Source: an optimization exercise on an open RTL-to-GDS flow (aim: a short achievable clock period and few clock cycles per item). Production flows keep margins and buffers that such runs may drop. Function was checked by simulation only, so behaviour that the tests miss may differ from the original. No activity file was given, so power comes from the tool's default toggle rates.

**design/flow/config.mk**
```make
export PLATFORM = sky130hd
export DESIGN_NAME = mrv1_top
export DESIGN_NICKNAME = mrv1_top
export VERILOG_FILES = /design/flow/design.v
export SDC_FILE = /design/flow/constraint.sdc
export NUM_CORES = 4
export LEC_CHECK = 0
export CAP_MARGIN = 20
export CORE_MARGIN = 2
export CORE_UTILIZATION = 30
export PLACE_DENSITY = 0.5
export SETUP_SLACK_MARGIN = 3.6
export SLEW_MARGIN = 20
```
**design/flow/constraint.sdc**
```tcl
create_clock -name core_clock -period 6.5 [get_ports {clk_i}]
set_input_delay 1.3000 -clock core_clock [delete_from_list [all_inputs] [get_ports {clk_i}]]
set_output_delay 1.3000 -clock core_clock [all_outputs]
set_load 0.01 [all_outputs]
```
**design/flow/design.v**
```verilog
package mrv1_pkg;
    localparam int NUM_TW    = 4;
    localparam int TWID_W    = 2;
    localparam int DATA_W    = 32;
    localparam int RF_ADDR_W = 5;
    localparam int ITAG_W    = 3;
    localparam int IMM_W     = 16;
    localparam int CNT_W     = 16;
    typedef logic [TWID_W-1:0]    twid_t;
    typedef logic [DATA_W-1:0]    data_t;
    typedef logic [RF_ADDR_W-1:0] rf_addr_t;
    typedef logic [ITAG_W-1:0]    itag_t;
    typedef logic [IMM_W-1:0]     imm_t;
    typedef logic [CNT_W-1:0]     cnt_t;
    typedef enum logic [2:0] {
        ADD = 3'd0,
        SUB = 3'd1,
        AND = 3'd2,
        OR  = 3'd3,
        XOR = 3'd4,
        SLL = 3'd5,
        SRL = 3'd6,
        LDI = 3'd7
    } alu_op_e;
    typedef enum logic [1:0] {
        IDLE  = 2'd0,
        RUN   = 2'd1,
        STALL = 2'd2
    } issue_state_e;
    typedef struct packed {
        twid_t    twid;
        alu_op_e  op;
        rf_addr_t rd;
        rf_addr_t rs0;
        rf_addr_t rs1;
        imm_t     imm;
    } insn_t;
    typedef struct packed {
        logic     vld;
        twid_t    twid;
        alu_op_e  op;
        rf_addr_t rd;
        itag_t    itag;
        data_t    src0;
        data_t    src1;
    } exec_req_t;
    typedef struct packed {
        logic     vld;
        twid_t    twid;
        rf_addr_t rd;
        itag_t    itag;
        data_t    data;
    } retire_t;
endpackage
`timescale 1ns/1ps
module mrv1_tag_counter (
    input  logic            clk_i,
    input  logic            rst_down_w,
    input  logic            issue_i,
    input  logic            retire_i,
    output mrv1_pkg::itag_t itag_o,
    output mrv1_pkg::cnt_t  retire_cnt_o
);
    mrv1_pkg::itag_t itag_q;
    mrv1_pkg::cnt_t  cnt_q;
    always_ff @(posedge clk_i) begin
        if (rst_down_w) begin
            itag_q <= '0;
        end else if (issue_i) begin
            itag_q <= itag_q + mrv1_pkg::itag_t'(1);
        end
    end
    always_ff @(posedge clk_i) begin
        if (rst_down_w) begin
            cnt_q <= '0;
        end else if (retire_i && (cnt_q != '1)) begin
            cnt_q <= cnt_q + mrv1_pkg::cnt_t'(1);
        end
    end
    assign itag_o       = itag_q;
    assign retire_cnt_o = cnt_q;
endmodule
`timescale 1ns/1ps
module mrv1_issue_ctrl (
    input  logic                clk_i,
    input  logic                rst_down_w,
    input  logic                fetch_en_i,
    input  logic                insn_vld_i,
    input  mrv1_pkg::insn_t     insn_i,
    input  mrv1_pkg::itag_t     itag_i,
    input  logic                e_vld_i,
    input  mrv1_pkg::twid_t     e_twid_i,
    input  mrv1_pkg::rf_addr_t  e_rd_i,
    input  logic                r_vld_i,
    input  mrv1_pkg::twid_t     r_twid_i,
    input  mrv1_pkg::rf_addr_t  r_rd_i,
    output logic                insn_rdy_o,
    output logic                accept_o,
    output logic                d_vld_o,
    output mrv1_pkg::twid_t     d_twid_o,
    output logic [7:0]          d_op_o,       
    output mrv1_pkg::rf_addr_t  d_rd_o,
    output mrv1_pkg::data_t     d_imm_o,
    output mrv1_pkg::itag_t     d_itag_o,
    output logic [2:0]          d_fwd0_o,     
    output logic [2:0]          d_fwd1_o      
);
    logic               d_vld_q;
    mrv1_pkg::twid_t    d_twid_q;
    mrv1_pkg::rf_addr_t d_rd_q;
    logic               src_vld;
    logic [7:0]         op_oh;
    function automatic logic src_match(input logic vld, input mrv1_pkg::twid_t twid,
                                       input mrv1_pkg::rf_addr_t rd,
                                       input mrv1_pkg::twid_t in_twid,
                                       input mrv1_pkg::rf_addr_t rs);
        src_match = vld && (twid == in_twid) && (rd != '0) && (rd == rs);
    endfunction
    assign insn_rdy_o = fetch_en_i;
    assign accept_o   = insn_vld_i && fetch_en_i && !rst_down_w;
    assign src_vld = (insn_i.op != mrv1_pkg::LDI);
    always_comb begin
        op_oh = '0;
        op_oh[insn_i.op] = 1'b1;
    end
    always_ff @(posedge clk_i) begin
        d_vld_q <= accept_o;
    end
    always_ff @(posedge clk_i) begin
        d_twid_q    <= insn_i.twid;
        d_op_o      <= op_oh;
        d_rd_q      <= insn_i.rd;
        d_imm_o     <= {{(mrv1_pkg::DATA_W-mrv1_pkg::IMM_W){insn_i.imm[mrv1_pkg::IMM_W-1]}}, insn_i.imm};
        d_itag_o    <= itag_i;
        d_fwd0_o[0] <= src_vld && src_match(d_vld_q, d_twid_q, d_rd_q, insn_i.twid, insn_i.rs0);
        d_fwd0_o[1] <= src_vld && src_match(e_vld_i, e_twid_i, e_rd_i, insn_i.twid, insn_i.rs0);
        d_fwd0_o[2] <= src_vld && src_match(r_vld_i, r_twid_i, r_rd_i, insn_i.twid, insn_i.rs0);
        d_fwd1_o[0] <= src_vld && src_match(d_vld_q, d_twid_q, d_rd_q, insn_i.twid, insn_i.rs1);
        d_fwd1_o[1] <= src_vld && src_match(e_vld_i, e_twid_i, e_rd_i, insn_i.twid, insn_i.rs1);
        d_fwd1_o[2] <= src_vld && src_match(r_vld_i, r_twid_i, r_rd_i, insn_i.twid, insn_i.rs1);
    end
    assign d_vld_o  = d_vld_q;
    assign d_twid_o = d_twid_q;
    assign d_rd_o   = d_rd_q;
endmodule
`timescale 1ns/1ps
module mrv1_rf (
    input  logic               clk_i,
    input  logic               rst_down_w,
    input  mrv1_pkg::twid_t    rd_twid_i,
    input  mrv1_pkg::rf_addr_t rs0_addr_i,
    input  mrv1_pkg::rf_addr_t rs1_addr_i,
    input  logic [mrv1_pkg::NUM_TW*(2**mrv1_pkg::RF_ADDR_W)-1:0] w_en_i,   
    input  mrv1_pkg::data_t    w_data_i,
    output mrv1_pkg::data_t    rs0_data_o,
    output mrv1_pkg::data_t    rs1_data_o
);
    localparam int NUM_REGS = 2 ** mrv1_pkg::RF_ADDR_W;
    localparam int NUM_ENT  = mrv1_pkg::NUM_TW * NUM_REGS;
    localparam int GRP_SZ   = 16;
    localparam int NUM_GRP  = NUM_ENT / GRP_SZ;
    mrv1_pkg::data_t regs_q [NUM_ENT];
    mrv1_pkg::data_t w_data;
    assign w_data = w_data_i & {mrv1_pkg::DATA_W{!rst_down_w}};
    always_ff @(posedge clk_i) begin
        for (int e = 0; e < NUM_ENT; e++) begin
            if (w_en_i[e] || rst_down_w) begin
                regs_q[e] <= w_data;
            end
        end
    end
    mrv1_pkg::data_t  grp0_q [NUM_GRP];
    mrv1_pkg::data_t  grp1_q [NUM_GRP];
    logic [2:0]         sel0_q, sel1_q;
    for (genvar g = 0; g < NUM_GRP; g++) begin : g_grp
        logic [GRP_SZ*mrv1_pkg::DATA_W-1:0] ent;
        mrv1_pkg::data_t rd0, rd1;
        for (genvar i = 0; i < GRP_SZ; i++) begin : g_e
            assign ent[i*mrv1_pkg::DATA_W +: mrv1_pkg::DATA_W] = regs_q[g*GRP_SZ + i];
        end
        mrv1_rf_mux #(.SEL_W(4)) mux0 (.ent_i(ent), .sel_i(rs0_addr_i[3:0]), .data_o(rd0));
        mrv1_rf_mux #(.SEL_W(4)) mux1 (.ent_i(ent), .sel_i(rs1_addr_i[3:0]), .data_o(rd1));
        always_ff @(posedge clk_i) begin
            grp0_q[g] <= rd0;
            grp1_q[g] <= rd1;
        end
    end
    always_ff @(posedge clk_i) begin
        sel0_q <= {rd_twid_i, rs0_addr_i[4]};
        sel1_q <= {rd_twid_i, rs1_addr_i[4]};
    end
    logic [NUM_GRP*mrv1_pkg::DATA_W-1:0] grp0_w, grp1_w;
    for (genvar g = 0; g < NUM_GRP; g++) begin : g_gsel
        assign grp0_w[g*mrv1_pkg::DATA_W +: mrv1_pkg::DATA_W] = grp0_q[g];
        assign grp1_w[g*mrv1_pkg::DATA_W +: mrv1_pkg::DATA_W] = grp1_q[g];
    end
    mrv1_rf_mux #(.SEL_W(3)) gmux0 (.ent_i(grp0_w), .sel_i(sel0_q), .data_o(rs0_data_o));
    mrv1_rf_mux #(.SEL_W(3)) gmux1 (.ent_i(grp1_w), .sel_i(sel1_q), .data_o(rs1_data_o));
endmodule
module mrv1_rf_mux #(
    parameter int SEL_W = 4
) (
    input  logic [(2**SEL_W)*mrv1_pkg::DATA_W-1:0] ent_i,
    input  logic [SEL_W-1:0]                        sel_i,
    output mrv1_pkg::data_t                         data_o
);
    localparam int W = mrv1_pkg::DATA_W;
    for (genvar l = 0; l <= SEL_W; l++) begin : g_lvl
        logic [(2**(SEL_W-l))*W-1:0] v;
        if (l == 0) begin : g_in
            assign v = ent_i;
        end else begin : g_sel
            for (genvar i = 0; i < 2**(SEL_W-l); i++) begin : g_m
                assign v[i*W +: W] = sel_i[l-1] ? g_lvl[l-1].v[(2*i+1)*W +: W]
                                                : g_lvl[l-1].v[(2*i)*W +: W];
            end
        end
    end
    assign data_o = g_lvl[SEL_W].v;
endmodule
`timescale 1ns/1ps
module mrv1_alu (
    input  logic                clk_i,
    input  logic                rst_down_w,
    input  logic                d_vld_i,
    input  mrv1_pkg::twid_t     d_twid_i,
    input  logic [7:0]          d_op_i,
    input  mrv1_pkg::rf_addr_t  d_rd_i,
    input  mrv1_pkg::data_t     d_imm_i,
    input  mrv1_pkg::itag_t     d_itag_i,
    input  logic [2:0]          d_fwd0_i,
    input  logic [2:0]          d_fwd1_i,
    input  mrv1_pkg::data_t     rf_rs0_data_i,
    input  mrv1_pkg::data_t     rf_rs1_data_i,
    input  mrv1_pkg::data_t     ret_data_i,
    input  mrv1_pkg::data_t     wb_data_i,
    output mrv1_pkg::retire_t   alu_stage_o
);
    localparam int W = mrv1_pkg::DATA_W;
    logic               e_vld_q;
    mrv1_pkg::twid_t    e_twid_q;
    mrv1_pkg::rf_addr_t e_rd_q;
    mrv1_pkg::itag_t    e_itag_q;
    mrv1_pkg::data_t    ar_a_q, ar_b_q;      
    logic               ar_ci_q;
    mrv1_pkg::data_t    lg_a_q, lg_b_q;      
    logic [2:0]         lg_op_q;
    mrv1_pkg::data_t    sl_a_q, sr_a_q;      
    logic [4:0]         sl_sh_q, sr_sh_q;
    mrv1_pkg::data_t    a_old, b_old;
    mrv1_pkg::data_t    result;
    logic u_add, u_sub, u_ldi, u_lg, u_sl, u_sr, fe0, fe1;
    assign a_old = d_fwd0_i[1] ? ret_data_i :
                   d_fwd0_i[2] ? wb_data_i  : rf_rs0_data_i;
    assign b_old = d_fwd1_i[1] ? ret_data_i :
                   d_fwd1_i[2] ? wb_data_i  : rf_rs1_data_i;
    assign u_add = d_op_i[mrv1_pkg::ADD];
    assign u_sub = d_op_i[mrv1_pkg::SUB];
    assign u_ldi = d_op_i[mrv1_pkg::LDI];
    assign u_lg  = d_op_i[mrv1_pkg::AND] | d_op_i[mrv1_pkg::OR] | d_op_i[mrv1_pkg::XOR];
    assign u_sl  = d_op_i[mrv1_pkg::SLL];
    assign u_sr  = d_op_i[mrv1_pkg::SRL];
    assign fe0   = d_fwd0_i[0];
    assign fe1   = d_fwd1_i[0];
    always_ff @(posedge clk_i) begin
        if (rst_down_w) begin
            e_vld_q <= 1'b0;
        end else begin
            e_vld_q <= d_vld_i;
        end
    end
    always_ff @(posedge clk_i) begin
        e_twid_q <= d_twid_i;
        e_rd_q   <= d_rd_i;
        e_itag_q <= d_itag_i;
        ar_a_q  <= (fe0 && (u_add || u_sub)) ? result :
                   (u_add || u_sub)          ? a_old  : '0;
        ar_b_q  <= (fe1 && u_add) ? result  :
                   (fe1 && u_sub) ? ~result :
                   u_add          ? b_old   :
                   u_sub          ? ~b_old  :
                   u_ldi          ? d_imm_i : '0;
        ar_ci_q <= u_sub;
        lg_a_q  <= (fe0 && u_lg) ? result : u_lg ? a_old : '0;
        lg_b_q  <= (fe1 && u_lg) ? result : u_lg ? b_old : '0;
        lg_op_q <= {d_op_i[mrv1_pkg::XOR], d_op_i[mrv1_pkg::OR], d_op_i[mrv1_pkg::AND]};
        sl_a_q  <= (fe0 && u_sl) ? result : u_sl ? a_old : '0;
        sl_sh_q <= (fe1 && u_sl) ? result[4:0] : u_sl ? b_old[4:0] : '0;
        sr_a_q  <= (fe0 && u_sr) ? result : u_sr ? a_old : '0;
        sr_sh_q <= (fe1 && u_sr) ? result[4:0] : u_sr ? b_old[4:0] : '0;
    end
    logic [W:0]      ar_sum;
    mrv1_pkg::data_t lg_res;
    assign ar_sum = {ar_a_q, ar_ci_q} + {ar_b_q, ar_ci_q};
    assign lg_res = ({W{lg_op_q[0]}} & (lg_a_q & lg_b_q))
                  | ({W{lg_op_q[1]}} & (lg_a_q | lg_b_q))
                  | ({W{lg_op_q[2]}} & (lg_a_q ^ lg_b_q));
    assign result = ar_sum[W:1] | lg_res | (sl_a_q << sl_sh_q) | (sr_a_q >> sr_sh_q);
    always_comb begin
        alu_stage_o.vld  = e_vld_q;
        alu_stage_o.twid = e_twid_q;
        alu_stage_o.rd   = e_rd_q;
        alu_stage_o.itag = e_itag_q;
        alu_stage_o.data = result;
    end
endmodule
`timescale 1ns/1ps
module mrv1_retire (
    input  logic               clk_i,
    input  logic               rst_down_w,
    input  mrv1_pkg::retire_t  alu_stage_i,
    output mrv1_pkg::retire_t  retire_o,
    output mrv1_pkg::data_t    wb_data_o,
    output logic [mrv1_pkg::NUM_TW*(2**mrv1_pkg::RF_ADDR_W)-1:0] rf_w_en_o,
    output mrv1_pkg::data_t    rf_w_data_o
);
    mrv1_pkg::retire_t ret_q;
    mrv1_pkg::data_t   wb_data_q;
    logic [mrv1_pkg::NUM_TW*(2**mrv1_pkg::RF_ADDR_W)-1:0] we_q;
    always_ff @(posedge clk_i) begin
        if (rst_down_w) begin
            ret_q.vld <= 1'b0;
            we_q      <= '0;
        end else begin
            ret_q.vld <= alu_stage_i.vld;
            we_q      <= '0;
            if (alu_stage_i.vld && (alu_stage_i.rd != '0)) begin
                we_q[{alu_stage_i.twid, alu_stage_i.rd}] <= 1'b1;
            end
        end
    end
    always_ff @(posedge clk_i) begin
        ret_q.twid <= alu_stage_i.twid;
        ret_q.rd   <= alu_stage_i.rd;
        ret_q.itag <= alu_stage_i.itag;
        ret_q.data <= alu_stage_i.data;
        wb_data_q  <= ret_q.data;
    end
    assign retire_o  = ret_q;
    assign wb_data_o = wb_data_q;
    assign rf_w_en_o   = we_q;
    assign rf_w_data_o = ret_q.data;
endmodule
`timescale 1ns/1ps
module mrv1_core (
    input  logic              clk_i,
    input  logic              rst_down_w,
    input  logic              fetch_en_i,
    input  logic              insn_vld_i,
    input  mrv1_pkg::insn_t   insn_i,
    output logic              insn_rdy_o,
    output mrv1_pkg::retire_t retire_o,
    output mrv1_pkg::cnt_t    retire_cnt_o
);
    logic               accept_w;
    mrv1_pkg::itag_t    itag_w;
    logic               d_vld_w;
    mrv1_pkg::twid_t    d_twid_w;
    logic [7:0]         d_op_w;
    mrv1_pkg::rf_addr_t d_rd_w;
    mrv1_pkg::data_t    d_imm_w;
    mrv1_pkg::itag_t    d_itag_w;
    logic [2:0]         d_fwd0_w, d_fwd1_w;
    mrv1_pkg::data_t    rf_rs0_data_w;
    mrv1_pkg::data_t    rf_rs1_data_w;
    mrv1_pkg::retire_t  alu_stage_w;
    logic [mrv1_pkg::NUM_TW*(2**mrv1_pkg::RF_ADDR_W)-1:0] rf_w_en_w;
    mrv1_pkg::data_t    rf_w_data_w;
    mrv1_pkg::data_t    wb_data_w;
    mrv1_issue_ctrl issue0 (
        .clk_i      (clk_i),
        .rst_down_w (rst_down_w),
        .fetch_en_i (fetch_en_i),
        .insn_vld_i (insn_vld_i),
        .insn_i     (insn_i),
        .itag_i     (itag_w),
        .e_vld_i    (alu_stage_w.vld),
        .e_twid_i   (alu_stage_w.twid),
        .e_rd_i     (alu_stage_w.rd),
        .r_vld_i    (retire_o.vld),
        .r_twid_i   (retire_o.twid),
        .r_rd_i     (retire_o.rd),
        .insn_rdy_o (insn_rdy_o),
        .accept_o   (accept_w),
        .d_vld_o    (d_vld_w),
        .d_twid_o   (d_twid_w),
        .d_op_o     (d_op_w),
        .d_rd_o     (d_rd_w),
        .d_imm_o    (d_imm_w),
        .d_itag_o   (d_itag_w),
        .d_fwd0_o   (d_fwd0_w),
        .d_fwd1_o   (d_fwd1_w)
    );
    mrv1_tag_counter tag0 (
        .clk_i        (clk_i),
        .rst_down_w   (rst_down_w),
        .issue_i      (accept_w),
        .retire_i     (retire_o.vld),
        .itag_o       (itag_w),
        .retire_cnt_o (retire_cnt_o)
    );
    mrv1_rf rf0 (
        .clk_i      (clk_i),
        .rst_down_w (rst_down_w),
        .rd_twid_i  (insn_i.twid),
        .rs0_addr_i (insn_i.rs0),
        .rs1_addr_i (insn_i.rs1),
        .w_en_i     (rf_w_en_w),
        .w_data_i   (rf_w_data_w),
        .rs0_data_o (rf_rs0_data_w),
        .rs1_data_o (rf_rs1_data_w)
    );
    mrv1_alu alu0 (
        .clk_i         (clk_i),
        .rst_down_w    (rst_down_w),
        .d_vld_i       (d_vld_w),
        .d_twid_i      (d_twid_w),
        .d_op_i        (d_op_w),
        .d_rd_i        (d_rd_w),
        .d_imm_i       (d_imm_w),
        .d_itag_i      (d_itag_w),
        .d_fwd0_i      (d_fwd0_w),
        .d_fwd1_i      (d_fwd1_w),
        .rf_rs0_data_i (rf_rs0_data_w),
        .rf_rs1_data_i (rf_rs1_data_w),
        .ret_data_i    (retire_o.data),
        .wb_data_i     (wb_data_w),
        .alu_stage_o   (alu_stage_w)
    );
    mrv1_retire ret0 (
        .clk_i       (clk_i),
        .rst_down_w  (rst_down_w),
        .alu_stage_i (alu_stage_w),
        .retire_o    (retire_o),
        .wb_data_o   (wb_data_w),
        .rf_w_en_o   (rf_w_en_w),
        .rf_w_data_o (rf_w_data_w)
    );
endmodule
`timescale 1ns/1ps
module mrv1_top (
    input  logic        clk_i,
    input  logic        rst_down_w,
    input  logic        fetch_en_i,
    input  logic        insn_vld_i,
    input  logic [1:0]  insn_twid_i,
    input  logic [2:0]  insn_op_i,
    input  logic [4:0]  insn_rd_i,
    input  logic [4:0]  insn_rs0_i,
    input  logic [4:0]  insn_rs1_i,
    input  logic [15:0] insn_imm_i,
    output logic        insn_rdy_o,
    output logic        retire_vld_o,
    output logic [1:0]  retire_twid_o,
    output logic [4:0]  retire_rd_o,
    output logic [2:0]  retire_itag_o,
    output logic [31:0] retire_data_o,
    output logic [15:0] retire_cnt_o
);
    mrv1_pkg::insn_t   insn_w;
    mrv1_pkg::retire_t retire_w;
    always_comb begin
        insn_w.twid = insn_twid_i;
        insn_w.op   = mrv1_pkg::alu_op_e'(insn_op_i);
        insn_w.rd   = insn_rd_i;
        insn_w.rs0  = insn_rs0_i;
        insn_w.rs1  = insn_rs1_i;
        insn_w.imm  = insn_imm_i;
    end
    mrv1_core core0 (
        .clk_i        (clk_i),
        .rst_down_w   (rst_down_w),
        .fetch_en_i   (fetch_en_i),
        .insn_vld_i   (insn_vld_i),
        .insn_i       (insn_w),
        .insn_rdy_o   (insn_rdy_o),
        .retire_o     (retire_w),
        .retire_cnt_o (retire_cnt_o)
    );
    assign retire_vld_o  = retire_w.vld;
    assign retire_twid_o = retire_w.twid;
    assign retire_rd_o   = retire_w.rd;
    assign retire_itag_o = retire_w.itag;
    assign retire_data_o = retire_w.data;
endmodule
```
**design/flow/run.sh**
```bash
#!/bin/bash
# synth_recipe.tcl (not shown) runs the flow's synth.tcl, then flattens the netlist and writes it again
# the make line also repeats each setting of config.mk as NAME=value (left out here)
make -C /OpenROAD-flow-scripts/flow DESIGN_CONFIG=/design/flow/config.mk WORK_HOME=/design/flow/orfs CLKGATE_MAP_FILE= SYNTH_SCRIPT=/design/flow/synth_recipe.tcl finish
```
==> results of run 1 <==
[per-stage QoR]
| stage | cell area, µm² | worst slack [ps] |
|---|---|---|
| 2_1_floorplan | 224000 | 3380 |
| 3_3_place_gp | 236000 | 2180 |
| 3_5_place_dp | 236000 | 2220 |
| 4_1_cts | 257000 | 3410 |
| 5_1_grt | 259000 | 3450 |
| 6_report | 259000 | 3450 |
[layout by cell type, fill, tap and decap left out, types with 27 or more instances in the layout]
cell type	netlist	final
buf_12	2	122
a21oi_1	254	216
edfxtp_1	4096	4096
dfxtp_4	0	59
buf_4	2	469
nor2b_1	163	129
mux2i_4	1	41
a211oi_1	125	110
ha_1	104	87
inv_1	112	107
inv_6	0	28
o211ai_1	27	27
o21ai_0	126	94
clkinv_1	3	57
bufinv_16	0	44
buf_6	4	73
mux4_2	2663	2668
and2_1	54	43
or2_2	134	85
nor2_1	360	342
xor2_1	35	34
clkinv_2	0	91
xnor2_1	34	34
nor3_1	53	38
diode_2	0	36
mux2_2	35	29
nor2b_4	0	34
clkdlybuf4s50_1	0	29
nand3_1	40	38
clkbuf_16	0	565
clkbuf_1	485	130
dfxtp_1	994	916
clkbuf_8	0	49
a21oi_2	0	30
mux2i_1	230	166
nand2_1	237	220
or2_4	0	49
[report_power, final]
group          internal [mW]  total [mW]  switching [mW]  leakage [nW]
combinational           6.00        13.7            7.66          28.4
clock                   18.2        31.8            13.5          8.80
sequential              40.8        44.1            3.28          50.3
[area by class of cell]
type | count | area, µm²
Antenna cell | 36 | 90.1
Clock buffer | 740 | 15200
Clock inverter | 263 | 2800
Fill cell | 67774 | 477000
Inverter | 117 | 454
Multi-Input combinational cell | 4956 | 77100
Sequential cell | 5090 | 143000
Tap cell | 9827 | 12300
Timing Repair Buffer | 735 | 7980
[flip-flops by register name, indices dropped and copies added, names as in the netlist, 5 cells and up]
| signal | count |
|---|---|
| core0.alu0.sl_a_q | 32 |
| core0.ret0.we_q | 128 |
| core0.tag0.cnt_q | 16 |
| core0.issue0.d_op_o | 8 |
| core0.alu0.e_rd_q | 5 |
| core0.ret0.wb_data_q | 32 |
| core0.alu0.sr_a_q | 32 |
| core0.alu0.ar_a_q | 32 |
| core0.rf0.regs_q | 4096 |
| core0.alu0.sl_sh_q | 5 |
| core0.alu0.ar_b_q | 32 |
| core0.issue0.d_rd_q | 5 |
| core0.rf0.grp1_q | 256 |
| core0.rf0.grp0_q | 256 |
| core0.ret0.ret_q | 43 |
| core0.issue0.d_imm_o | 16 |
| core0.alu0.sr_sh_q | 5 |
| core0.alu0.lg_a_q | 32 |
| core0.alu0.lg_b_q | 32 |
[final timing paths]
check | cells past startpoint | end | slack, ps | from
setup / recovery | 4 | core0.rf0.regs_q[22][4]$_DFFE_PP_ | 3450 | rst_down_w
hold / removal | 0 | core0.ret0.ret_q[33]$_DFF_P_ | 330 | core0.alu0.e_itag_q[1]$_DFF_P_
setup reg to reg | 10 | core0.alu0.ar_b_q[0]$_DFF_P_ | 3490 | core0.rf0.sel1_q[0]$_DFF_P_
hold reg to reg | 0 | core0.ret0.ret_q[33]$_DFF_P_ | 330 | core0.alu0.e_itag_q[1]$_DFF_P_
[kinds of logic after synthesis]
group,Yosys count,synth area share (%)
fa+ha+maj,105,0.597
buf+inv,922,1.62
compound gates,693,1.98
xor+xnor,69,0.273
flops,5090,64.5
simple gates,1147,2.55
mux,2942,28.5
[per-layer routing]
layer / GRT usage [%] / vias to the layer above
li1: - / 47499
met1: 27.8 / 67726
met2: 33.1 / 6188
met3: 4.26 / 1249
met4: 7.79 / 36
met5: 0 / -
[critical path, delay by kind of cell]
kind	cells	cell delay [ps]
buffers and inverters	3	1510
AND/OR/NAND/NOR	1	800
[timing repair]
item / 4_1_cts / 5_1_grt
hold buffers: 0 / 0
cloned: 8 / 6
setup buffers: 131 / 79
setup endpoints to repair: 622 / 718
gates resized for setup: 690 / 233
pin swaps: 34 / 57
==> impl_metrics.tcl, run 1 <==
set metrics [dict create \
    grt_pass1_wl_um 1080000 \
    min_period_ps 3050 \
    fmax_ghz 0.328 \
    hold_violations 0 \
    fin_nets 11589 \
    final_cells 21764 \
    yosysSeqAreaShare_pct 64.5 \
    grt_overflow 0 \
    synth_top_cell_area_share_pct 55.5 \
    grt_antenna_before_repair 100 \
    cp-end-kind "register" \
    power.density_nw_per_um2 346 \
    yosysMostFrequentCell "edfxtp_1" \
    numCtsBuffers 544 \
    yosys-top-cells-count "edfxtp_1, mux4_2, dfxtp_1" \
    die_w_um 863 \
    cpPeakStageDelay_ps 800 \
    wl_met3_um 66900 \
    cts.clk_slew.worst_paths_ps 60 \
    leakage_nw 87.6 \
    die_y_um 863 \
    clock_latency_ps 1130 \
    fin_crit_sh_pct 46.9 \
    worstSetupStartpointType "input pin" \
    yosys_warnings 9 \
    ant_nets 0 \
    critical_path_class "input pin to register" \
    totalWireLength_um 792000 \
    clock_skew_ps 51.7 \
    syn_area_um2 221000 \
    via_count 122698 \
    crit_chain "buf_6, buf_4, or2_2, buf_4" \
    status "timing/DRC/antenna clean" \
    cts_tree "yes" \
    async_flop_share_pct 0 \
    synth_area_leader_cell "edfxtp_1" \
    root_buffer "clkbuf_16" \
    syn_area_per_cell_um2 20.2 \
    drt-met1-wl_um 318000 \
    remaining_drc_errors 0 \
    crit_path_top_delay_cell "or2_2" \
    syn-num-nets 11113 \
    grt_max_degree 129 \
    cts.path.max_buffers 4 \
    max-slew-margin-rel_pct 18.6 \
    drive_above_1_share_pct 39.9 \
    syn_inst 10968 \
    min_path_type "register to register" \
    vdd_drop_max_uv 251 \
    cp.required_ps 7280 \
    final_util_pct 35.2 \
    wl_per_cell_um 36.4 \
    p_total_mw 89.5 \
    cap_violations 0 \
    drtIter0Drc 16196 \
    design.core.area_um2 736000 \
    clock_sinks 5090 \
    cp.arrival_ps 3830 \
    synthFlopType "edfxtp_1" \
    dpl.hpwl_um 495000 \
    htree_levels 6 \
    synth_area_leaders "edfxtp_1, mux4_2, dfxtp_1" \
    vias_per_cell 5.64 \
    setup_violations 0 \
    track_usage_pct 20.6 \
    ys_seq_elements 5090 \
    maxSlewViolCount 0 \
    worstMarginPinSlew_ps 1220 \
    grt_pass1_vias 125686 \
    path_max_fanout 44 \
    synth_edf_count 4096 \
    die_area_um2 745000 \
    rsz0062_at_grt "yes" \
    portBuffers 99 \
    post-place-cells 20501 \
    firstDrtPassIters 6 \
    yosys.cell_types.count 89 \
    initial_core_util_pct 30.1 \
    path_common_cell "buf_4" \
    pin_count 100 \
    met2_wirelength_um 372000 \
    hold_ws_ps 326 \
    tns_ps 0 \
    place_congestion 0.904 \
    area_growth_pct 16.9 \
    top_layer "met5" \
    std_cell_rows 315 \
]
Testbench counts, summed over its fixed seeds: cycles 24,016, items 24,000.
==> run 2, diff against run 1 <==
--- a/design/flow/design.v
+++ b/design/flow/design.v
@@ -148,3 +148,3 @@
     input  logic               clk_i,
-    input  logic               rst_down_w,
+    input  logic               clr_i,       
     input  mrv1_pkg::twid_t    rd_twid_i,
@@ -163,6 +163,6 @@
     mrv1_pkg::data_t w_data;
-    assign w_data = w_data_i & {mrv1_pkg::DATA_W{!rst_down_w}};
+    assign w_data = w_data_i & {mrv1_pkg::DATA_W{!clr_i}};
     always_ff @(posedge clk_i) begin
         for (int e = 0; e < NUM_ENT; e++) begin
-            if (w_en_i[e] || rst_down_w) begin
+            if (w_en_i[e] || clr_i) begin
                 regs_q[e] <= w_data;
@@ -232,2 +232,3 @@
     input  logic [2:0]          d_fwd1_i,
+    input  logic                d_stale_i,    
     input  mrv1_pkg::data_t     rf_rs0_data_i,
@@ -251,3 +252,3 @@
     mrv1_pkg::data_t    result;
-    logic u_add, u_sub, u_ldi, u_lg, u_sl, u_sr, fe0, fe1;
+    logic u_add, u_sub, u_ldi, u_lg, u_sl, u_sr, fe0, fe1, ok;
     assign a_old = d_fwd0_i[1] ? ret_data_i :
@@ -264,2 +265,3 @@
     assign fe1   = d_fwd1_i[0];
+    assign ok    = !d_stale_i;
     always_ff @(posedge clk_i) begin
@@ -275,17 +277,18 @@
         e_itag_q <= d_itag_i;
-        ar_a_q  <= (fe0 && (u_add || u_sub)) ? result :
-                   (u_add || u_sub)          ? a_old  : '0;
-        ar_b_q  <= (fe1 && u_add) ? result  :
-                   (fe1 && u_sub) ? ~result :
-                   u_add          ? b_old   :
-                   u_sub          ? ~b_old  :
-                   u_ldi          ? d_imm_i : '0;
+        ar_a_q  <= (fe0 && (u_add || u_sub))    ? result :
+                   ((u_add || u_sub) && ok)     ? a_old  : '0;
+        ar_b_q  <= (fe1 && u_add)  ? result  :
+                   (fe1 && u_sub)  ? ~result :
+                   (u_add && ok)   ? b_old   :
+                   (u_sub && ok)   ? ~b_old  :
+                   u_sub           ? '1      :
+                   u_ldi           ? d_imm_i : '0;
         ar_ci_q <= u_sub;
-        lg_a_q  <= (fe0 && u_lg) ? result : u_lg ? a_old : '0;
-        lg_b_q  <= (fe1 && u_lg) ? result : u_lg ? b_old : '0;
+        lg_a_q  <= (fe0 && u_lg) ? result : (u_lg && ok) ? a_old : '0;
+        lg_b_q  <= (fe1 && u_lg) ? result : (u_lg && ok) ? b_old : '0;
         lg_op_q <= {d_op_i[mrv1_pkg::XOR], d_op_i[mrv1_pkg::OR], d_op_i[mrv1_pkg::AND]};
-        sl_a_q  <= (fe0 && u_sl) ? result : u_sl ? a_old : '0;
-        sl_sh_q <= (fe1 && u_sl) ? result[4:0] : u_sl ? b_old[4:0] : '0;
-        sr_a_q  <= (fe0 && u_sr) ? result : u_sr ? a_old : '0;
-        sr_sh_q <= (fe1 && u_sr) ? result[4:0] : u_sr ? b_old[4:0] : '0;
+        sl_a_q  <= (fe0 && u_sl) ? result : (u_sl && ok) ? a_old : '0;
+        sl_sh_q <= (fe1 && u_sl) ? result[4:0] : (u_sl && ok) ? b_old[4:0] : '0;
+        sr_a_q  <= (fe0 && u_sr) ? result : (u_sr && ok) ? a_old : '0;
+        sr_sh_q <= (fe1 && u_sr) ? result[4:0] : (u_sr && ok) ? b_old[4:0] : '0;
     end
@@ -369,2 +372,8 @@
     mrv1_pkg::data_t    wb_data_w;
+    logic               rf_clr_q;
+    logic               d_stale_q;
+    always_ff @(posedge clk_i) begin
+        rf_clr_q  <= rst_down_w;
+        d_stale_q <= rf_clr_q;
+    end
     mrv1_issue_ctrl issue0 (
@@ -403,3 +412,3 @@
         .clk_i      (clk_i),
-        .rst_down_w (rst_down_w),
+        .clr_i      (rf_clr_q),
         .rd_twid_i  (insn_i.twid),
@@ -423,2 +432,3 @@
         .d_fwd1_i      (d_fwd1_w),
+        .d_stale_i     (d_stale_q),
         .rf_rs0_data_i (rf_rs0_data_w),
==> run 2 against run 1 <==
Against the previous run: utilization is essentially flat; wire length shrank 0.17%; power shrank 3.1%; first-iteration DRC count grew 4.9%; synthesized area shrank 0.12%; worst setup slack lost 82 ps; clock-buffer cell count grew 16; combinational power shrank 12%; maximum frequency shrank 2.6%; critical path depth grew 8; highest routed layer unchanged.
==> impl_metrics.tcl, run 2 <==
set metrics [dict create \
    status "timing/DRC/antenna clean" \
    hp-start "core0.alu0.e_itag_q[2]$_DFF_P_" \
    grt_pass1_vias 125973 \
    min_period_ps 3130 \
    crit_start "core0.alu0.ar_b_q[0]$_DFF_P_" \
    min_path_type "register to register" \
    leakage_nw 87.4 \
    critical_path_class "register to register" \
    syn-num-nets 11161 \
    layout_setup_ws_ps 3370 \
    grt_overflow 0 \
    yosys-top-cells-count "edfxtp_1, mux4_2, dfxtp_1" \
    tns_ps 0 \
    firstDrtPassIters 6 \
    pwr-share-comb_pct 13.8 \
    r2r-start "core0.alu0.ar_b_q[0]$_DFF_P_" \
    hold_violations 0 \
    track_usage_pct 20.6 \
    cap_violations 0 \
    path_max_fanout 4 \
    dp_slack_ps 2300 \
    drive_above_1_share_pct 39.6 \
    max-slew-margin-rel_pct 17.6 \
    top_register "core0.rf0.regs_q" \
    clock_latency_ps 1130 \
    totalWireLength_um 791000 \
    via_count 123610 \
    p_switching_mw 23.1 \
    fin_crit_sh_pct 48.2 \
    remaining_drc_errors 0 \
    numCtsBuffers 551 \
    final_common_cell "edfxtp_1" \
    clock_sinks 5092 \
    vdd_drop_max_uv 241 \
    htree_levels 6 \
    cts_tree "yes" \
    yosys_warnings 10 \
    dpl.hpwl_um 473000 \
    std_cell_rows 315 \
    synth_area_leaders "edfxtp_1, mux4_2, dfxtp_1" \
    p_sw_share_pct 26.6 \
    largest_registers "core0.rf0.regs_q x4096, core0.rf0.grp0_q x256, core0.rf0.grp1_q x256" \
    fmax_ghz 0.319 \
    cp.arrival_ps 4160 \
    clock_power_share_pct 37.0 \
    yosys.cell_types.count 81 \
    power.density_nw_per_um2 336 \
    grt_pass1_wl_um 1070000 \
    vias_per_cell 5.68 \
    worstMarginPinSlew_ps 1240 \
    multiInputGateArea_um2 76900 \
    worstSetupStartpointType "register" \
    initial_core_util_pct 30.1 \
    portBuffers 99 \
    area_growth_pct 16.9 \
    syn_inst 11016 \
    largest_register_ffs 4096 \
    nFillCells 67750 \
    cp-end-kind "register" \
    cts_hold_buf 0 \
    synth_area_leader_cell "edfxtp_1" \
    pin_count 100 \
    grt_max_degree 129 \
    die_area_um2 744000 \
    seqPwrFrac_pct 49.2 \
    async_flop_share_pct 0 \
    die_y_um 863 \
    ant_nets 0 \
    root_buffer "clkbuf_16" \
    ys_seq_elements 5092 \
    syn_area_um2 221000 \
    yosysMostFrequentCell "edfxtp_1" \
    design.core.area_um2 735000 \
    cts.clk_slew.worst_paths_ps 70 \
    clock_skew_ps 40.7 \
    regArea_um2 143000 \
    cts.path.max_buffers 4 \
    grt_antenna_before_repair 90 \
    cp.required_ps 7530 \
    syn_area_per_cell_um2 20.1 \
    rsz0062_at_grt "yes" \
    p_int_mw 63.7 \
    yosysSeqAreaShare_pct 64.6 \
    maxSlewViolCount 0 \
    synthFlopType "edfxtp_1" \
    final_cell_mix "edfxtp_1, mux4_2, dfxtp_1" \
    drtIter0Drc 16992 \
    synth_edf_count 4096 \
    wl_per_cell_um 36.3 \
    die_w_um 863 \
    fin_nets 11600 \
    synth_top_cell_area_share_pct 55.6 \
    setup_violations 0 \
    place_congestion 0.914 \
    final_util_pct 35.2 \
]
run 2: cell count changes in the layout (fill, tap and decap cells not counted), moves of 14 or more:
cell and delta:
and2_1 -21, nor3_1 -19, o22ai_2 +17, a21oi_2 +14, nor2b_1 -37, or2_4 +30, a21oi_1 +18, o22ai_1 +113
buf_4 -14, buf_6 +24, or2_2 -28, buf_12 -31, mux4_2 -21
run 2: power by group through the flow:
stage | sequential, mW | clock, mW | combinational (mW)
global route | 43.0 | 33.8 | 12.4
floorplan | 41.4 | 0 | 7.06
global placement | 43.1 | 0 | 10.9
detailed placement | 43.4 | 0 | 11.1
CTS | 42.6 | 32.6 | 11.7
finish | 42.7 | 32.1 | 12.0
run 2: repair_timing:
item	CTS	global route
hold endpoints to repair	0	0
pin swaps	41	46
buffers inserted	135	76
setup endpoints to repair	2996	1054
resized for setup	720	198
gates cloned	5	6
run 2: path summary, 6_finish.rpt:
check,slack (ps),cells past startpoint,endpoint
min,330,0,core0.ret0.ret_q[34]$_DFF_P_
max,3370,12,core0.alu0.ar_b_q[29]$_DFF_P_
max reg2reg,3370,12,core0.alu0.ar_b_q[29]$_DFF_P_
min reg2reg,330,0,core0.ret0.ret_q[34]$_DFF_P_
run 2: metal layers:
layer	wire length [µm]	up-vias	part of all wire, %	GRT usage [%]
met5	121	-	0.015	0
met4	32400	18	4.1	7.37
met2	368000	6601	47	32.6
li1	-	47734	-	-
met3	70100	1125	8.9	3.64
met1	320000	68132	40	28.5
run 2: critical path, stage by stage (launching register included):
cell and delay, ps:
dfxtp_1 330, fa_2 370, a21o_1 240, a311o_2 430, a41oi_4 170, buf_12 150, nor3b_4 50, o2111a_1 280
or3_4 350, a211oi_4 270, buf_6 170, nor2_4 40, a221oi_2 180
run 2: stage by stage:
step | instance area, µm² | hold slack [ps] | cells | total power [mW]
after floorplan | 224000 | 310 | 11016 | 48.4
after global placement | 236000 | 311 | 20507 | 54.0
after detailed placement | 236000 | 313 | 20507 | 54.5
after CTS | 257000 | 326 | 21659 | 87.0
after global routing | 259000 | 333 | 21749 | 89.2
final | 259000 | 326 | 21768 | 86.8
run 2: kinds of logic (layout without fill, tap and decap cells):
kind of cell             after synthesis  after routing  share of synthesized area [%]
adder cells (fa/ha/maj)              105            105                          0.597
buffers and inverters                955           1851                           1.65
AND/OR/NAND/NOR                     1000           1002                           2.18
XOR/XNOR                              77             77                          0.305
other                                  0             27                              0
flip-flops                          5092           5092                           64.6
multiplexers                        2902           2902                           28.1
AO/OA/AOI/OAI                        885            885                           2.53
run 2: cell type report:
type | instances | area share (%)
clock buffer | 756 | 6.01
multi-input combinational | 4971 | 29.7
antenna | 27 | 0.0261
sequential | 5092 | 55.4
timing repair buffer | 708 | 2.84
timing repair inverter | 1 | 0.00290
clock inverter | 256 | 1.06
inverter | 130 | 0.197
tap | 9827 | 4.76
Testbench counts of run 2, summed over its fixed seeds: cycles 24,016, items 24,000.
==> run 3, diff against run 2 <==
--- a/design/flow/design.v
+++ b/design/flow/design.v
@@ -104,4 +104,6 @@
     output mrv1_pkg::itag_t     d_itag_o,
-    output logic [2:0]          d_fwd0_o,     
-    output logic [2:0]          d_fwd1_o      
+    output logic                d_fe0_o,      
+    output logic                d_fe1_o,      
+    output logic [9:0]          d_src0_o,     
+    output logic [10:0]         d_src1_o      
 );
@@ -112,2 +114,4 @@
     logic [7:0]         op_oh;
+    logic               fr0, fw0, fr1, fw1;
+    logic [7:0]         grp0, grp1;
     function automatic logic src_match(input logic vld, input mrv1_pkg::twid_t twid,
@@ -125,2 +129,12 @@
     end
+    always_comb begin
+        grp0 = '0;
+        grp1 = '0;
+        grp0[{insn_i.twid, insn_i.rs0[4]}] = 1'b1;
+        grp1[{insn_i.twid, insn_i.rs1[4]}] = 1'b1;
+    end
+    assign fr0 = src_vld && src_match(e_vld_i, e_twid_i, e_rd_i, insn_i.twid, insn_i.rs0);
+    assign fw0 = src_vld && src_match(r_vld_i, r_twid_i, r_rd_i, insn_i.twid, insn_i.rs0);
+    assign fr1 = src_vld && src_match(e_vld_i, e_twid_i, e_rd_i, insn_i.twid, insn_i.rs1);
+    assign fw1 = src_vld && src_match(r_vld_i, r_twid_i, r_rd_i, insn_i.twid, insn_i.rs1);
     always_ff @(posedge clk_i) begin
@@ -134,8 +148,6 @@
         d_itag_o    <= itag_i;
-        d_fwd0_o[0] <= src_vld && src_match(d_vld_q, d_twid_q, d_rd_q, insn_i.twid, insn_i.rs0);
-        d_fwd0_o[1] <= src_vld && src_match(e_vld_i, e_twid_i, e_rd_i, insn_i.twid, insn_i.rs0);
-        d_fwd0_o[2] <= src_vld && src_match(r_vld_i, r_twid_i, r_rd_i, insn_i.twid, insn_i.rs0);
-        d_fwd1_o[0] <= src_vld && src_match(d_vld_q, d_twid_q, d_rd_q, insn_i.twid, insn_i.rs1);
-        d_fwd1_o[1] <= src_vld && src_match(e_vld_i, e_twid_i, e_rd_i, insn_i.twid, insn_i.rs1);
-        d_fwd1_o[2] <= src_vld && src_match(r_vld_i, r_twid_i, r_rd_i, insn_i.twid, insn_i.rs1);
+        d_fe0_o     <= src_vld && src_match(d_vld_q, d_twid_q, d_rd_q, insn_i.twid, insn_i.rs0);
+        d_fe1_o     <= src_vld && src_match(d_vld_q, d_twid_q, d_rd_q, insn_i.twid, insn_i.rs1);
+        d_src0_o    <= {fw0 && !fr0, fr0, (src_vld && !fr0 && !fw0) ? grp0 : 8'd0};
+        d_src1_o    <= {!src_vld, fw1 && !fr1, fr1, (src_vld && !fr1 && !fw1) ? grp1 : 8'd0};
     end
@@ -148,4 +160,3 @@
     input  logic               clk_i,
-    input  logic               clr_i,       
-    input  mrv1_pkg::twid_t    rd_twid_i,
+    input  logic               rst_down_w,
     input  mrv1_pkg::rf_addr_t rs0_addr_i,
@@ -154,4 +165,4 @@
     input  mrv1_pkg::data_t    w_data_i,
-    output mrv1_pkg::data_t    rs0_data_o,
-    output mrv1_pkg::data_t    rs1_data_o
+    output logic [8*mrv1_pkg::DATA_W-1:0] grp0_o,   
+    output logic [8*mrv1_pkg::DATA_W-1:0] grp1_o
 );
@@ -163,6 +174,6 @@
     mrv1_pkg::data_t w_data;
-    assign w_data = w_data_i & {mrv1_pkg::DATA_W{!clr_i}};
+    assign w_data = w_data_i & {mrv1_pkg::DATA_W{!rst_down_w}};
     always_ff @(posedge clk_i) begin
         for (int e = 0; e < NUM_ENT; e++) begin
-            if (w_en_i[e] || clr_i) begin
+            if (w_en_i[e] || rst_down_w) begin
                 regs_q[e] <= w_data;
@@ -173,3 +184,2 @@
     mrv1_pkg::data_t  grp1_q [NUM_GRP];
-    logic [2:0]         sel0_q, sel1_q;
     for (genvar g = 0; g < NUM_GRP; g++) begin : g_grp
@@ -187,13 +197,6 @@
     end
-    always_ff @(posedge clk_i) begin
-        sel0_q <= {rd_twid_i, rs0_addr_i[4]};
-        sel1_q <= {rd_twid_i, rs1_addr_i[4]};
+    for (genvar g = 0; g < NUM_GRP; g++) begin : g_out
+        assign grp0_o[g*mrv1_pkg::DATA_W +: mrv1_pkg::DATA_W] = grp0_q[g];
+        assign grp1_o[g*mrv1_pkg::DATA_W +: mrv1_pkg::DATA_W] = grp1_q[g];
     end
-    logic [NUM_GRP*mrv1_pkg::DATA_W-1:0] grp0_w, grp1_w;
-    for (genvar g = 0; g < NUM_GRP; g++) begin : g_gsel
-        assign grp0_w[g*mrv1_pkg::DATA_W +: mrv1_pkg::DATA_W] = grp0_q[g];
-        assign grp1_w[g*mrv1_pkg::DATA_W +: mrv1_pkg::DATA_W] = grp1_q[g];
-    end
-    mrv1_rf_mux #(.SEL_W(3)) gmux0 (.ent_i(grp0_w), .sel_i(sel0_q), .data_o(rs0_data_o));
-    mrv1_rf_mux #(.SEL_W(3)) gmux1 (.ent_i(grp1_w), .sel_i(sel1_q), .data_o(rs1_data_o));
 endmodule
@@ -230,7 +233,8 @@
     input  mrv1_pkg::itag_t     d_itag_i,
-    input  logic [2:0]          d_fwd0_i,
-    input  logic [2:0]          d_fwd1_i,
-    input  logic                d_stale_i,    
-    input  mrv1_pkg::data_t     rf_rs0_data_i,
-    input  mrv1_pkg::data_t     rf_rs1_data_i,
+    input  logic                d_fe0_i,
+    input  logic                d_fe1_i,
+    input  logic [9:0]          d_src0_i,
+    input  logic [10:0]         d_src1_i,
+    input  logic [8*mrv1_pkg::DATA_W-1:0] rf_grp0_i,
+    input  logic [8*mrv1_pkg::DATA_W-1:0] rf_grp1_i,
     input  mrv1_pkg::data_t     ret_data_i,
@@ -252,7 +256,12 @@
     mrv1_pkg::data_t    result;
-    logic u_add, u_sub, u_ldi, u_lg, u_sl, u_sr, fe0, fe1, ok;
-    assign a_old = d_fwd0_i[1] ? ret_data_i :
-                   d_fwd0_i[2] ? wb_data_i  : rf_rs0_data_i;
-    assign b_old = d_fwd1_i[1] ? ret_data_i :
-                   d_fwd1_i[2] ? wb_data_i  : rf_rs1_data_i;
+    logic u_add, u_sub, u_ldi, u_lg, u_sl, u_sr, fe0, fe1;
+    always_comb begin
+        a_old = ({W{d_src0_i[8]}} & ret_data_i) | ({W{d_src0_i[9]}} & wb_data_i);
+        b_old = ({W{d_src1_i[8]}} & ret_data_i) | ({W{d_src1_i[9]}} & wb_data_i)
+              | ({W{d_src1_i[10]}} & d_imm_i);
+        for (int g = 0; g < 8; g++) begin
+            a_old = a_old | ({W{d_src0_i[g]}} & rf_grp0_i[g*W +: W]);
+            b_old = b_old | ({W{d_src1_i[g]}} & rf_grp1_i[g*W +: W]);
+        end
+    end
     assign u_add = d_op_i[mrv1_pkg::ADD];
@@ -263,5 +272,4 @@
     assign u_sr  = d_op_i[mrv1_pkg::SRL];
-    assign fe0   = d_fwd0_i[0];
-    assign fe1   = d_fwd1_i[0];
-    assign ok    = !d_stale_i;
+    assign fe0   = d_fe0_i;
+    assign fe1   = d_fe1_i;
     always_ff @(posedge clk_i) begin
@@ -277,18 +285,17 @@
         e_itag_q <= d_itag_i;
-        ar_a_q  <= (fe0 && (u_add || u_sub))    ? result :
-                   ((u_add || u_sub) && ok)     ? a_old  : '0;
-        ar_b_q  <= (fe1 && u_add)  ? result  :
-                   (fe1 && u_sub)  ? ~result :
-                   (u_add && ok)   ? b_old   :
-                   (u_sub && ok)   ? ~b_old  :
-                   u_sub           ? '1      :
-                   u_ldi           ? d_imm_i : '0;
+        ar_a_q  <= (fe0 && (u_add || u_sub)) ? result :
+                   (u_add || u_sub)          ? a_old  : '0;
+        ar_b_q  <= (fe1 && u_add) ? result  :
+                   (fe1 && u_sub) ? ~result :
+                   u_add          ? b_old   :
+                   u_sub          ? ~b_old  :
+                   u_ldi          ? b_old   : '0;
         ar_ci_q <= u_sub;
-        lg_a_q  <= (fe0 && u_lg) ? result : (u_lg && ok) ? a_old : '0;
-        lg_b_q  <= (fe1 && u_lg) ? result : (u_lg && ok) ? b_old : '0;
+        lg_a_q  <= (fe0 && u_lg) ? result : u_lg ? a_old : '0;
+        lg_b_q  <= (fe1 && u_lg) ? result : u_lg ? b_old : '0;
         lg_op_q <= {d_op_i[mrv1_pkg::XOR], d_op_i[mrv1_pkg::OR], d_op_i[mrv1_pkg::AND]};
-        sl_a_q  <= (fe0 && u_sl) ? result : (u_sl && ok) ? a_old : '0;
-        sl_sh_q <= (fe1 && u_sl) ? result[4:0] : (u_sl && ok) ? b_old[4:0] : '0;
-        sr_a_q  <= (fe0 && u_sr) ? result : (u_sr && ok) ? a_old : '0;
-        sr_sh_q <= (fe1 && u_sr) ? result[4:0] : (u_sr && ok) ? b_old[4:0] : '0;
+        sl_a_q  <= (fe0 && u_sl) ? result : u_sl ? a_old : '0;
+        sl_sh_q <= (fe1 && u_sl) ? result[4:0] : u_sl ? b_old[4:0] : '0;
+        sr_a_q  <= (fe0 && u_sr) ? result : u_sr ? a_old : '0;
+        sr_sh_q <= (fe1 && u_sr) ? result[4:0] : u_sr ? b_old[4:0] : '0;
     end
@@ -365,5 +372,7 @@
     mrv1_pkg::itag_t    d_itag_w;
-    logic [2:0]         d_fwd0_w, d_fwd1_w;
-    mrv1_pkg::data_t    rf_rs0_data_w;
-    mrv1_pkg::data_t    rf_rs1_data_w;
+    logic               d_fe0_w, d_fe1_w;
+    logic [9:0]         d_src0_w;
+    logic [10:0]        d_src1_w;
+    logic [8*mrv1_pkg::DATA_W-1:0] rf_grp0_w;
+    logic [8*mrv1_pkg::DATA_W-1:0] rf_grp1_w;
     mrv1_pkg::retire_t  alu_stage_w;
@@ -372,8 +381,2 @@
     mrv1_pkg::data_t    wb_data_w;
-    logic               rf_clr_q;
-    logic               d_stale_q;
-    always_ff @(posedge clk_i) begin
-        rf_clr_q  <= rst_down_w;
-        d_stale_q <= rf_clr_q;
-    end
     mrv1_issue_ctrl issue0 (
@@ -399,4 +402,6 @@
         .d_itag_o   (d_itag_w),
-        .d_fwd0_o   (d_fwd0_w),
-        .d_fwd1_o   (d_fwd1_w)
+        .d_fe0_o    (d_fe0_w),
+        .d_fe1_o    (d_fe1_w),
+        .d_src0_o   (d_src0_w),
+        .d_src1_o   (d_src1_w)
     );
@@ -412,4 +417,3 @@
         .clk_i      (clk_i),
-        .clr_i      (rf_clr_q),
-        .rd_twid_i  (insn_i.twid),
+        .rst_down_w (rst_down_w),
         .rs0_addr_i (insn_i.rs0),
@@ -418,4 +422,4 @@
         .w_data_i   (rf_w_data_w),
-        .rs0_data_o (rf_rs0_data_w),
-        .rs1_data_o (rf_rs1_data_w)
+        .grp0_o     (rf_grp0_w),
+        .grp1_o     (rf_grp1_w)
     );
@@ -430,7 +434,8 @@
         .d_itag_i      (d_itag_w),
-        .d_fwd0_i      (d_fwd0_w),
-        .d_fwd1_i      (d_fwd1_w),
-        .d_stale_i     (d_stale_q),
-        .rf_rs0_data_i (rf_rs0_data_w),
-        .rf_rs1_data_i (rf_rs1_data_w),
+        .d_fe0_i       (d_fe0_w),
+        .d_fe1_i       (d_fe1_w),
+        .d_src0_i      (d_src0_w),
+        .d_src1_i      (d_src1_w),
+        .rf_grp0_i     (rf_grp0_w),
+        .rf_grp1_i     (rf_grp1_w),
         .ret_data_i    (retire_o.data),
==> run 3 against run 2 <==
Against the previous run: via count is 0.93% higher; sequential cell count is 13 higher; critical path depth is 8 lower; hold slack hardly changed; largest power group unchanged; synthesized area is 0.28% lower; combinational power is 5% lower; power is 0.84% higher; clock power is 2% higher.
==> impl_metrics.tcl, run 3 <==
set metrics [dict create \
    final_common_cell "edfxtp_1" \
    async_flop_share_pct 0 \
    worstHoldPathCells 0 \
    cap_violations 0 \
    wl_per_cell_um 37.8 \
    htree_levels 6 \
    design.core.area_um2 732000 \
    firstDrtPassIters 9 \
    totalWireLength_um 825000 \
    cp-end-kind "register" \
    syn_area_per_cell_um2 20.0 \
    max-slew-margin-rel_pct 3.20 \
    leakage_nw 87.0 \
    numCtsBuffers 568 \
    area_growth_pct 16.9 \
    remaining_drc_errors 0 \
    initial_core_util_pct 30.1 \
    synthFlopType "edfxtp_1" \
    top_register "core0.rf0.regs_q" \
    pin_count 100 \
    track_usage_pct 21.5 \
    largest_registers "core0.rf0.regs_q x4096, core0.rf0.grp0_q x256, core0.rf0.grp1_q x256" \
    hold_violations 0 \
    path_max_fanout 78 \
    yosys.cell_types.count 93 \
    largest_register_ffs 4096 \
    die_y_um 861 \
    cts_tree "yes" \
    syn-num-nets 11183 \
    clock_skew_ps 108 \
    critical_path_class "input pin to register" \
    maxSlewViolCount 0 \
    die_w_um 861 \
    yosys-top-cells-count "edfxtp_1, mux4_2, dfxtp_1" \
    synth_top_cell_area_share_pct 55.8 \
    cp.arrival_ps 4010 \
    cp.required_ps 7270 \
    ant_nets 0 \
    grt_pass1_vias 126105 \
    rsz0062_at_grt "yes" \
    fin_crit_sh_pct 49.9 \
    grt_max_degree 129 \
    power.density_nw_per_um2 339 \
    cts.path.max_buffers 4 \
    grt_overflow 0 \
    drive_above_1_share_pct 38.0 \
    setup_violations 0 \
    yosysMostFrequentCell "edfxtp_1" \
    yosysSeqAreaShare_pct 64.9 \
    tns_ps 0 \
    grt_antenna_before_repair 92 \
    place_congestion 0.957 \
    min_period_ps 3250 \
    min_path_type "register to register" \
    worstMarginPinSlew_ps 1450 \
    layout_setup_ws_ps 3250 \
    root_buffer "clkbuf_16" \
    synth_area_leader_cell "edfxtp_1" \
    vdd_drop_max_uv 283 \
    clock_latency_ps 1160 \
    drtIter0Drc 18086 \
    std_cell_rows 314 \
    ys_seq_elements 5105 \
    worstSetupStartpointType "input pin" \
    synth_edf_count 4096 \
    dpl.hpwl_um 517000 \
    via_count 124762 \
    synth_area_leaders "edfxtp_1, mux4_2, dfxtp_1" \
    status "timing/DRC/antenna clean" \
    die_area_um2 742000 \
    cts.clk_slew.worst_paths_ps 60 \
    worst-r2r-cell-count 12 \
    syn_area_um2 221000 \
    cts_hold_buf 0 \
    clock_sinks 5105 \
    fmax_ghz 0.308 \
    fin_nets 11611 \
    final_cell_mix "edfxtp_1, mux4_2, dfxtp_1" \
    dp_slack_ps 2160 \
    syn_inst 11031 \
    grt_pass1_wl_um 1100000 \
    portBuffers 99 \
    vias_per_cell 5.71 \
    yosys_warnings 9 \
]
==> run 3: repair_timing <==
action | 4_1_cts | 5_1_grt
buffers inserted | 110 | 31
gates cloned | 7 | 7
resized for setup | 623 | 152
pin swaps | 37 | 61
endpoints found under the setup margin | 661 | 1226
==> run 3: routing by layer <==
| layer | wire length [µm] | vias to the layer above | global-route usage (%) |
|---|---|---|---|
| met2 | 376000 | 6914 | 33.3 |
| met1 | 319000 | 68450 | 28.2 |
| met5 | 84 | - | 0.0896 |
| li1 | - | 47880 | - |
| met3 | 81100 | 1506 | 5.39 |
| met4 | 49600 | 12 | 11.0 |
==> run 3: where the power goes <==
| group | switching (mW) | internal, mW | leakage (nW) |
|---|---|---|---|
| combinational | 6.39 | 5.05 | 27.3 |
| clock | 14.0 | 18.7 | 9.22 |
| sequential | 3.18 | 40.2 | 50.5 |
| total | 23.5 | 64.0 | 87.0 |
==> run 3: path summary, 6_finish.rpt <==
kind	start	to	slack [ps]
max	rst_down_w	core0.rf0.regs_q[64][30]$_DFFE_PP_	3250
max reg2reg	core0.alu0.ar_a_q[0]$_DFF_P_	core0.alu0.sr_a_q[21]$_DFF_P_	3490
min	core0.issue0.d_itag_o[0]$_DFF_P_	core0.alu0.e_itag_q[0]$_DFF_P_	330
min reg2reg	core0.issue0.d_itag_o[0]$_DFF_P_	core0.alu0.e_itag_q[0]$_DFF_P_	330
==> run 3: through the flow <==
step	hold WS (ps)	std cells	total power, mW	utilization, %	cell area, µm²
CTS	325	21691	87.7	35.0	256000
global placement	311	20521	54.4	32.2	235000
detailed placement	312	20527	54.8	32.2	235000
global route	335	21808	89.9	35.2	258000
finish	326	21845	87.5	35.2	258000
floorplan	310	11031	48.7	-	223000
==> run 3: critical path, stage by stage <==
cell     delay [ps]
buf_6           230
buf_4           500
nor2b_4         910
buf_4           650
==> run 3: cell type report <==
cell class	instances	area [µm²]
clock inverters	274	3120
repair buffers	667	6740
diodes	113	283
well taps	9796	12300
inverters	123	477
multi-input cells	4992	75700
fillers	67320	474000
repair inverters	2	12.5
clock buffers	773	15800
flip-flops and latches	5105	143000
==> run 3: cells by family (layout without fill, tap and decap cells) <==
group                    after synthesis  in the layout  share of synthesized area, %
flip-flops                          5105           5105                          64.9
multiplexers                        2747           2747                          26.9
AND/OR/NAND/NOR                     1143           1150                          2.65
buffers and inverters                941           1839                          1.66
AO/OA/AOI/OAI                        900            900                          2.92
adder cells (fa/ha/maj)              112            112                         0.639
XOR/XNOR                              83             83                         0.330
other                                  0            113                             0
Testbench counts of run 3, summed over its fixed seeds: cycles 24,016, items 24,000.
==> run 4, diff against run 3 <==
--- a/design/flow/design.v
+++ b/design/flow/design.v
@@ -90,2 +90,3 @@
     input  mrv1_pkg::itag_t     itag_i,
+    input  logic                rf_clr_i,     
     input  logic                e_vld_i,
@@ -150,4 +151,4 @@
         d_fe1_o     <= src_vld && src_match(d_vld_q, d_twid_q, d_rd_q, insn_i.twid, insn_i.rs1);
-        d_src0_o    <= {fw0 && !fr0, fr0, (src_vld && !fr0 && !fw0) ? grp0 : 8'd0};
-        d_src1_o    <= {!src_vld, fw1 && !fr1, fr1, (src_vld && !fr1 && !fw1) ? grp1 : 8'd0};
+        d_src0_o    <= {fw0 && !fr0, fr0, (src_vld && !fr0 && !fw0 && !rf_clr_i) ? grp0 : 8'd0};
+        d_src1_o    <= {!src_vld, fw1 && !fr1, fr1, (src_vld && !fr1 && !fw1 && !rf_clr_i) ? grp1 : 8'd0};
     end
@@ -160,3 +161,3 @@
     input  logic               clk_i,
-    input  logic               rst_down_w,
+    input  logic               clr_i,       
     input  mrv1_pkg::rf_addr_t rs0_addr_i,
@@ -174,6 +175,6 @@
     mrv1_pkg::data_t w_data;
-    assign w_data = w_data_i & {mrv1_pkg::DATA_W{!rst_down_w}};
+    assign w_data = w_data_i & {mrv1_pkg::DATA_W{!clr_i}};
     always_ff @(posedge clk_i) begin
         for (int e = 0; e < NUM_ENT; e++) begin
-            if (w_en_i[e] || rst_down_w) begin
+            if (w_en_i[e] || clr_i) begin
                 regs_q[e] <= w_data;
@@ -248,4 +249,4 @@
     mrv1_pkg::itag_t    e_itag_q;
-    mrv1_pkg::data_t    ar_a_q, ar_b_q;      
-    logic               ar_ci_q;
+    mrv1_pkg::data_t    ad_a_q, ad_b_q;      
+    mrv1_pkg::data_t    sb_a_q, sb_b_q;      
     mrv1_pkg::data_t    lg_a_q, lg_b_q;      
@@ -285,10 +286,6 @@
         e_itag_q <= d_itag_i;
-        ar_a_q  <= (fe0 && (u_add || u_sub)) ? result :
-                   (u_add || u_sub)          ? a_old  : '0;
-        ar_b_q  <= (fe1 && u_add) ? result  :
-                   (fe1 && u_sub) ? ~result :
-                   u_add          ? b_old   :
-                   u_sub          ? ~b_old  :
-                   u_ldi          ? b_old   : '0;
-        ar_ci_q <= u_sub;
+        ad_a_q  <= (fe0 && u_add) ? result : u_add ? a_old : '0;
+        ad_b_q  <= (fe1 && u_add) ? result : (u_add || u_ldi) ? b_old : '0;
+        sb_a_q  <= (fe0 && u_sub) ? result : u_sub ? a_old : '0;
+        sb_b_q  <= (fe1 && u_sub) ? result : u_sub ? b_old : '0;
         lg_a_q  <= (fe0 && u_lg) ? result : u_lg ? a_old : '0;
@@ -301,5 +298,3 @@
     end
-    logic [W:0]      ar_sum;
     mrv1_pkg::data_t lg_res;
-    assign ar_sum = {ar_a_q, ar_ci_q} + {ar_b_q, ar_ci_q};
     assign lg_res = ({W{lg_op_q[0]}} & (lg_a_q & lg_b_q))
@@ -307,3 +302,3 @@
                   | ({W{lg_op_q[2]}} & (lg_a_q ^ lg_b_q));
-    assign result = ar_sum[W:1] | lg_res | (sl_a_q << sl_sh_q) | (sr_a_q >> sr_sh_q);
+    assign result = (ad_a_q + ad_b_q) | (sb_a_q - sb_b_q) | lg_res | (sl_a_q << sl_sh_q) | (sr_a_q >> sr_sh_q);
     always_comb begin
@@ -381,2 +376,6 @@
     mrv1_pkg::data_t    wb_data_w;
+    logic               rf_clr_q;
+    always_ff @(posedge clk_i) begin
+        rf_clr_q <= rst_down_w;
+    end
     mrv1_issue_ctrl issue0 (
@@ -388,2 +387,3 @@
         .itag_i     (itag_w),
+        .rf_clr_i   (rf_clr_q),
         .e_vld_i    (alu_stage_w.vld),
@@ -417,3 +417,3 @@
         .clk_i      (clk_i),
-        .rst_down_w (rst_down_w),
+        .clr_i      (rf_clr_q),
         .rs0_addr_i (insn_i.rs0),
--- a/design/flow/config.mk
+++ b/design/flow/config.mk
@@ -11,3 +11,3 @@
 export PLACE_DENSITY = 0.5
-export SETUP_SLACK_MARGIN = 3.6
+export SETUP_SLACK_MARGIN = 3.8
 export SLEW_MARGIN = 20
==> run 4 against run 3 <==
Against the previous run: wire length up 3.2%; clock skew is 15 ps lower; via count grew 2.5%; synthesized area is 1.4% higher; critical endpoint is now core0.alu0.sr_a_q[24]$_DFF_P_; non-clock buffer count grew 222; largest power group unchanged; sequential share of layout area down 1.0 points; utilization grew 0.39 points; first-iteration DRC count increased by 2.0%; clock-buffer cell count increased by 55; still clean; power is 9.0% higher; global-route usage is 0.50 points higher; die area grew 1.4%.
==> impl_metrics.tcl, run 4 <==
set metrics [dict create \
    hp-start "core0.alu0.e_itag_q[1]$_DFF_P_" \
    path_max_fanout 22 \
    min_to "core0.ret0.ret_q[33]$_DFF_P_" \
    synth_area_leader_cell "edfxtp_1" \
    grt_overflow 0 \
    numCtsBuffers 575 \
    maxSlewViolCount 0 \
    grt_util_met2_pct 33.7 \
    syn_inst 11360 \
    synth_edf_count 4096 \
    critical_path_class "register to register" \
    cts_hold_buf 0 \
    cts.path.max_buffers 4 \
    portBuffers 99 \
    nFillCells 69151 \
    htree_levels 6 \
    worstMarginPinSlew_ps 1280 \
    design.core.area_um2 744000 \
    clock_skew_ps 93.0 \
    yosys_warnings 10 \
    grt_max_degree 129 \
    syn-num-nets 11544 \
    die_y_um 867 \
    totalWireLength_um 852000 \
    cpPeakStageDelay_ps 960 \
    crit_chain "buf_6, a222oi_1, nand3_1, nor2_2, a31oi_4, and2_1" \
    cp-end-kind "register" \
    min_period_ps 3150 \
    die_area_um2 752000 \
    cp.arrival_ps 4130 \
    dp_slack_ps 2420 \
    vias_per_cell 5.70 \
    status "timing/DRC/antenna clean" \
    leakage_nw 89.9 \
    yosys-top-cells-count "edfxtp_1, mux4_2, dfxtp_1" \
    yosys.area_share.xor_xnor_pct 0.368 \
    synth-compound-area-share_pct 3.10 \
    largest_registers "core0.rf0.regs_q x4096, core0.rf0.grp0_q x256, core0.rf0.grp1_q x256" \
    syn_area_per_cell_um2 19.7 \
    final_cell_mix "edfxtp_1, mux4_2, dfxtp_1" \
    remaining_drc_errors 0 \
    synth_adder_area_share_pct 0.813 \
    final_cells 22426 \
    hold_violations 0 \
    top_usage_layer "met2" \
    yosysMostFrequentCell "edfxtp_1" \
    grt_pass1_wl_um 1140000 \
    vdd_drop_max_uv 290 \
    power.density_nw_per_um2 360 \
]
-- run 4: power breakdown --
| part | total (mW) | switching (mW) | internal [mW] | leakage (nW) |
|---|---|---|---|---|
| logic | 15.0 | 8.27 | 6.75 | 29.8 |
| clock network | 33.1 | 13.9 | 19.2 | 9.33 |
| registers | 47.3 | 4.50 | 42.8 | 50.7 |
| total | 95.4 | 26.7 | 68.7 | 89.9 |
-- run 4: worst max-delay path: cells and delay by family (launching register included) --
kind	cells	cell delay, ps
buffers and inverters	1	350
AO/OA/AOI/OAI	2	1090
AND/OR/NAND/NOR	3	1040
flip-flops	1	510
-- run 4: worst max-delay path by stage --
stage          depth (start not counted)                             start                                   to  slack [ps]
6_report                               6  core0.issue0.d_src0_o[9]$_DFF_P_        core0.alu0.sr_a_q[24]$_DFF_P_        3350
5_1_grt                               11     core0.alu0.sb_b_q[19]$_DFF_P_        core0.alu0.lg_b_q[24]$_DFF_P_        3440
4_1_cts                                2      core0.ret0.ret_q[13]$_DFF_P_                    retire_data_o[13]        3430
3_5_place_dp                           5                     insn_rs0_i[1]      core0.rf0.grp0_q[1][16]$_DFF_P_        2420
3_3_place_gp                          10                      insn_op_i[0]  core0.issue0.d_src1_o[6]$_SDFF_PN0_        2290
2_1_floorplan                          3            core0.rf_clr_q$_DFF_P_     core0.rf0.regs_q[0][0]$_DFFE_PP_        3330
-- run 4: logic make-up after synthesis --
group | Yosys count
flops | 5169
fa+ha+maj | 144
simple gates | 1267
compound gates | 976
mux | 2735
xor+xnor | 94
buf+inv | 975
-- run 4: repair_timing --
action	CTS	global route
setup endpoints to repair	4641	787
cloned	18	5
gates resized for setup	1040	294
pin swaps	192	141
setup buffers	223	68
-- run 4: area by class of cell --
type	instances	area (µm²)	area share, %
Clock inverter	234	2470	0.931
Multi-Input combinational cell	5228	79000	29.8
Timing Repair Buffer	889	9180	3.46
Sequential cell	5169	145000	54.6
Clock buffer	828	16500	6.24
Tap cell	9889	12400	4.67
Antenna cell	36	90.1	0.0340
Inverter	152	583	0.220
Timing Repair inverter	1	5.00	0.00189
-- run 4: metal layers --
layer | part of all wire, % | routed length, µm
met5 | 0.0099 | 84
met4 | 6.0 | 51200
met3 | 10 | 87000
met2 | 45 | 381000
met1 | 39 | 333000
-- run 4: through the flow --
step	power, mW	instance area [µm²]	utilization [%]
floorplan	53.5	229000	-
global placement	61.3	239000	32.1
detailed placement	61.4	239000	32.1
CTS	95.4	263000	35.4
global route	98.1	265000	35.6
finish	95.4	265000	35.6
Testbench counts of run 4, summed over its fixed seeds: cycles 24,016, items 24,000.

Re-timed with assumed drivers on the ports (clkbuf_16 on the clock, buf_2 on other inputs), run 4 has 3.346 ns of setup slack against 3.348 ns with ideal ports, and 2.385 ns once port delays also move by the mid clock arrival of 1.219 ns.
